Source: an optimization exercise on an open RTL-to-GDS flow (aim: small area). Production flows keep margins and buffers that such runs may drop. In this exercise RTL edits were held to simulation tests only and were not proved equivalent to the original.

==> inputs of 06-25 <==
==> flow/design.v (excerpt) <==
module snake_top (
    input  logic        clk25,
    input  logic        rst_n,
    input  logic        key_strobe,
    input  logic [7:0]  key_code,
    input  logic        step,
    input  logic [19:0] pix,
    output logic [11:0] rgb,
    output logic [12:0] head,
    output logic [12:0] apple,
    output logic [6:0]  score,
    output logic        dead
);
==> flow/config.mk <==
export PLATFORM = sky130hd
export DESIGN_NAME = snake_top
export DESIGN_NICKNAME = snake_top
export VERILOG_FILES = /design/flow/design.v
export SDC_FILE = /design/flow/constraint.sdc
export NUM_CORES = 4
export LEC_CHECK = 0
export ABC_AREA = 1
export CAP_MARGIN = 0
export CORE_MARGIN = 2
export CORE_UTILIZATION = 40
export GPL_TIMING_DRIVEN = 0
export PLACE_DENSITY = 0.6
export SETUP_SLACK_MARGIN = -0.15
export SLEW_MARGIN = 0
==> flow/constraint.sdc <==
create_clock -name core_clock -period 10.0 [get_ports {clk25}]
set_input_delay 2.0000 -clock core_clock [delete_from_list [all_inputs] [get_ports {clk25}]]
set_output_delay 2.0000 -clock core_clock [all_outputs]
set_load 0.01 [all_outputs]
standard.sh (not shown) runs the stock make flow with config.mk's settings and CLKGATE_MAP_FILE= SYNTH_SCRIPT=/design/flow/synth_recipe.tcl, a recipe that flattens the netlist after the stock synthesis.
==> flow/flow/run.sh <==
#!/bin/bash
# ORFS layout through standard.sh, with these changes to how it is made:
#  - synthesis: ABC maps the pixel path (pix -> rgb registers) for delay and
#    everything else for area (abc_pix.script, abc_area.script, ABC_AREA 1);
#  - port buffers are buf_1 cells;
#  - CTS inserts no dummy loads and uses clkbuf_4/clkbuf_8 buffers;
#  - half-adder cells are added to the platform's don't-use list, so ABC
#    maps those sums and carries with the logic around them.
set -uo pipefail
rm -rf scripts_mod
cp -r "$FLOW_HOME/scripts" scripts_mod
cp flow/abc_area.script flow/abc_pix.script scripts_mod/
python3 flow/patch_synth.py scripts_mod/synth.tcl > patch.log 2>&1 || exit 1
export SCRIPTS_DIR=$PWD/scripts_mod
export BUFFER_PORTS_ARGS="-buffer_cell sky130_fd_sc_hd__buf_1"
export CTS_ARGS="-sink_clustering_enable -repair_clock_nets -dont_use_dummy_load -buf_list {sky130_fd_sc_hd__clkbuf_4 sky130_fd_sc_hd__clkbuf_8} -root_buf sky130_fd_sc_hd__clkbuf_8"
DU=$(sed -n '/DONT_USE_CELLS/,/^$/p' "$FLOW_HOME/platforms/$FLOW_PLATFORM/config.mk" | tr -d '\\' | sed 's/export DONT_USE_CELLS += //' | tr -s ' \n' ' ')
echo "DONT_USE_CELLS=$DU" > dont_use.log
bash standard.sh "DONT_USE_CELLS=$DU sky130_fd_sc_hd__ha_1 sky130_fd_sc_hd__ha_2 sky130_fd_sc_hd__ha_4" finish > standard.log 2>&1
==> flow/flow/abc_area.script <==
strash
dch
amap
topo
stime -c
==> flow/flow/abc_pix.script <==
strash
dch
map -D 2800
topo
==> flow/flow/patch_synth.py <==
# Patch a copy of ORFS's synth.tcl: map the logic in the pixel input's cone
# (pix -> rgb registers) with a delay-driven ABC script first, then the rest
# with the area script.
import sys
p = sys.argv[1]
s = open(p).read()
old = "  log_cmd abc {*}$abc_args\n"
new = '''  set a_pix [lreplace $abc_args 1 1 $::env(SCRIPTS_DIR)/abc_pix.script]
  select -set pixl w:pix %co* t:sky130_fd_sc_hd__* %d
  log_cmd abc {*}$a_pix @pixl
  select -clear
  log_cmd abc {*}$abc_args
'''
assert s.count(old) == 1
open(p, 'w').write(s.replace(old, new))
==> inputs of 02-07, as changes to 06-25 <==
--- a/flow/design.v
+++ b/flow/design.v
@@ -23,32 +23,27 @@
             8'h6B:  key_dir = DIR_LEFT;
             8'h74: key_dir = DIR_RIGHT;
             default:    is_arrow = 1'b0;
         endcase
     end
     assign is_restart = (key_code == 8'h29);
     always_ff @(posedge clk25 or negedge rst_n) begin
         if (!rst_n) begin
-            turn[2] <= 1'b0;
+            turn    <= {1'b0, DIR_RIGHT};
             restart <= 1'b0;
         end else begin
             restart <= key_strobe && is_restart;   
             if (key_strobe && is_arrow) begin
-                turn[2] <= 1'b1;
+                turn <= {1'b1, key_dir};
             end else if (key_strobe && is_restart) begin
                 turn[2] <= 1'b0;
             end
         end
     end
-    always_ff @(posedge clk25) begin
-        if (key_strobe && is_arrow) begin
-            turn[1:0] <= key_dir;
-        end
-    end
 endmodule
 `timescale 1ns/1ps
 module snake_execute (
     input  logic         clk25,
     input  logic         rst_n,
     input  logic         step,
     input  logic [2:0]   turn,      
     input  logic         restart,
@@ -71,18 +66,18 @@
     logic [15:2] lsu, lsv;      
     logic [5:0]  step_mod_x;
     logic [5:0]  step_mod_y;
     logic [6:0]  head_x;
     logic [5:0]  head_y;
     logic [12:0] head_nxt;
     logic        eat, grow, turn_ok, move;
     logic [15:0] cz;            
-    assign su[1]      = last_dir[0];
-    assign sv[1]      = ~(last_dir[0] ^ last_dir[1]);
+    assign su[1]      = ~last_dir[0];
+    assign sv[1]      = last_dir[0] ^ last_dir[1];
     assign su[15:2]   = lsu;
     assign sv[15:2]   = lsv;
     function automatic logic [5:0] inc6(input logic [5:0] x);
         logic c;
         c = 1'b1;
         for (int k = 0; k < 6; k++) begin
             inc6[k] = x[k] ^ c;
             c = c & x[k];
@@ -164,39 +159,39 @@
     assign y_en = move & ~dir[1];
     always_comb begin
         x_c[0] = x_en;
         for (int k = 1; k < 7; k++) x_c[k] = x_c[k-1] & (head_x[k-1] ^ dn);
         y_c[0] = y_en;
         for (int k = 1; k < 6; k++) y_c[k] = y_c[k-1] & (head_y[k-1] ^ dn);
     end
     assign head_nxt = {head_y ^ y_c, head_x ^ x_c};
-    assign eat     = (head_x[5:0] == apple_x) && (head_y == apple_y);
+    assign eat     = (head_x == {1'b0, apple_x}) && (head_y == apple_y);
     assign grow    = eat && !(sc[3] && sc[2]);         
     assign turn_ok = turn[2] && (turn[1] != last_dir[1]);
     assign move    = step && !dead;
     logic x_wrap, y_wrap;
     assign x_wrap = &step_mod_x[5:1];
     assign y_wrap = step_mod_y[5] && step_mod_y[3] && step_mod_y[2] && step_mod_y[1];
     always_ff @(posedge clk25 or negedge rst_n) begin
         if (!rst_n) begin
             head       <= {6'd0, 7'd3};
-            lsu[3:2]   <= 2'b11;    
-            lsv[3:2]   <= 2'b11;
+            lsu[3:2]   <= 2'b00;    
+            lsv[3:2]   <= 2'b00;
             sc         <= 4'd0;
             dir        <= DIR_RIGHT;
             last_dir   <= DIR_RIGHT;
             apple_x    <= 6'(6);
             apple_y    <= 6'(0);
             step_mod_x <= '0;
             step_mod_y <= '0;
         end else if (restart) begin
             head       <= {6'd0, 7'd3};
-            lsu[3:2]   <= 2'b11;
-            lsv[3:2]   <= 2'b11;
+            lsu[3:2]   <= 2'b00;
+            lsv[3:2]   <= 2'b00;
             sc         <= 4'd0;
             dir        <= DIR_RIGHT;
             last_dir   <= DIR_RIGHT;
             apple_x    <= 6'(6);
             apple_y    <= 6'(0);
             step_mod_x <= '0;
             step_mod_y <= '0;
         end else begin
@@ -218,17 +213,17 @@
                 if (eat) begin
                     apple_x <= step_mod_x;
                     apple_y <= step_mod_y;
                 end
             end
         end
     end
     always_ff @(posedge clk25) begin
-        if (move) begin
+        if (move && !restart) begin
             lsu[15:4] <= su[14:3];
             lsv[15:4] <= sv[14:3];
         end
     end
 endmodule
 `timescale 1ns/1ps
 module pixel_front (
     input  logic [19:0]  pix,      
@@ -261,18 +256,18 @@
         logic c;
         c = ci;
         for (int k = 0; k < 7; k++) begin
             radd[k] = a[k] ^ b[k] ^ c;
             c = (a[k] & b[k]) | (c & (a[k] ^ b[k]));
         end
     endfunction
     logic [6:0] dy7, du7, dv7;
-    assign dx  = radd(head[6:0], {1'b1, ~cx}, 1'b1);
-    assign dy7 = radd({1'b0, head[12:7]}, {2'b11, ~cy}, 1'b1);
+    assign dx  = radd({1'b0, cx}, ~head[6:0], 1'b1);
+    assign dy7 = radd({1'b0, cy}, {1'b1, ~head[12:7]}, 1'b1);
     assign dy  = dy7[5:0];
     assign fit = (dx[6:4] == 3'b000 || dx[6:4] == 3'b111)
               && (dy[5:4] == 2'b00  || dy[5:4] == 2'b11);
     assign du7 = radd({2'b00, dx[4], dx[4:0]}, {2'b00, dy[4], dy[4:0]}, 1'b0);
     assign dv7 = radd({2'b00, dx[4], dx[4:0]}, {2'b11, ~dy[4], ~dy[4:0]}, 1'b1);
     assign du  = du7[5:0];
     assign dv  = dv7[5:0];
     assign hu  = du[5:1];
==> flow/flow/run.sh (replaced) <==
#!/bin/bash
# ORFS layout through standard.sh, with these changes to how it is made:
#  - synthesis: ABC maps the pixel path (pix -> rgb registers) for delay and
#    everything else for area (abc_pix.script, abc_area.script, ABC_AREA 1);
#  - port buffers are buf_1 cells;
#  - CTS inserts no dummy loads and uses clkbuf_4/clkbuf_8 buffers.
set -uo pipefail
rm -rf scripts_mod
cp -r "$FLOW_HOME/scripts" scripts_mod
cp flow/abc_area.script flow/abc_pix.script scripts_mod/
python3 flow/patch_synth.py scripts_mod/synth.tcl > patch.log 2>&1 || exit 1
export SCRIPTS_DIR=$PWD/scripts_mod
export BUFFER_PORTS_ARGS="-buffer_cell sky130_fd_sc_hd__buf_1"
export CTS_ARGS="-sink_clustering_enable -repair_clock_nets -dont_use_dummy_load -buf_list {sky130_fd_sc_hd__clkbuf_4 sky130_fd_sc_hd__clkbuf_8} -root_buf sky130_fd_sc_hd__clkbuf_8"
bash standard.sh > standard.log 2>&1
==> flow/flow/abc_pix.script (replaced) <==
strash
dch
map -D 2000
topo
Settings changed: SETUP_SLACK_MARGIN -0.15 to unset.
==> inputs of 04-08, as changes to 06-25 <==
==> flow/flow/abc_pix.script (replaced) <==
strash
dch
map -D 3300
topo
Settings changed: SETUP_SLACK_MARGIN -0.15 to -0.25.
==> notes <==
06-25 passed the timing, DRC and antenna checks. 04-08 completed with no timing, DRC or antenna violations. 02-07 went through all stages and came out clean.
Wire length, highest first: 02-07, 06-25, 04-08.
The highest die area belongs to 02-07, the lowest to 04-08.
Count of clock-buffer cells in the layout is the same in 04-08 and 02-07.
Non-clock buffer count: 06-25 < 04-08 < 02-07.

## what the ideal ports hide
Ports are ideal in the flow. The routed layouts listed here were re-timed in OpenROAD. Step 1, drivers: a clkbuf_16 drives clk25 and a buf_2 each remaining input, both assumed. Step 2 times the ports against the registers' clock, not the clock port: input delays grow and output delays shrink by t, the midpoint of the rising clock arrivals with the driver on. Slacks: ideal / step 1 / step 2; pairs: ideal / step 1.
run	shift t [ns]	setup slack, ns	worst register clock-pin slew, ns
06-25	0.409	0.510 / 0.517 / 0.120	0.10 / 0.10
02-07	0.419	0.416 / 0.434 / 0.015	0.11 / 0.11
04-08	0.415	0.455 / 0.427 / 0.047	0.11 / 0.11
After both steps every run listed still meets setup and hold. For 04-08, which loses most, drivers alone change the setup slack by -0.028 ns; drivers and shift together by -0.408 ns.
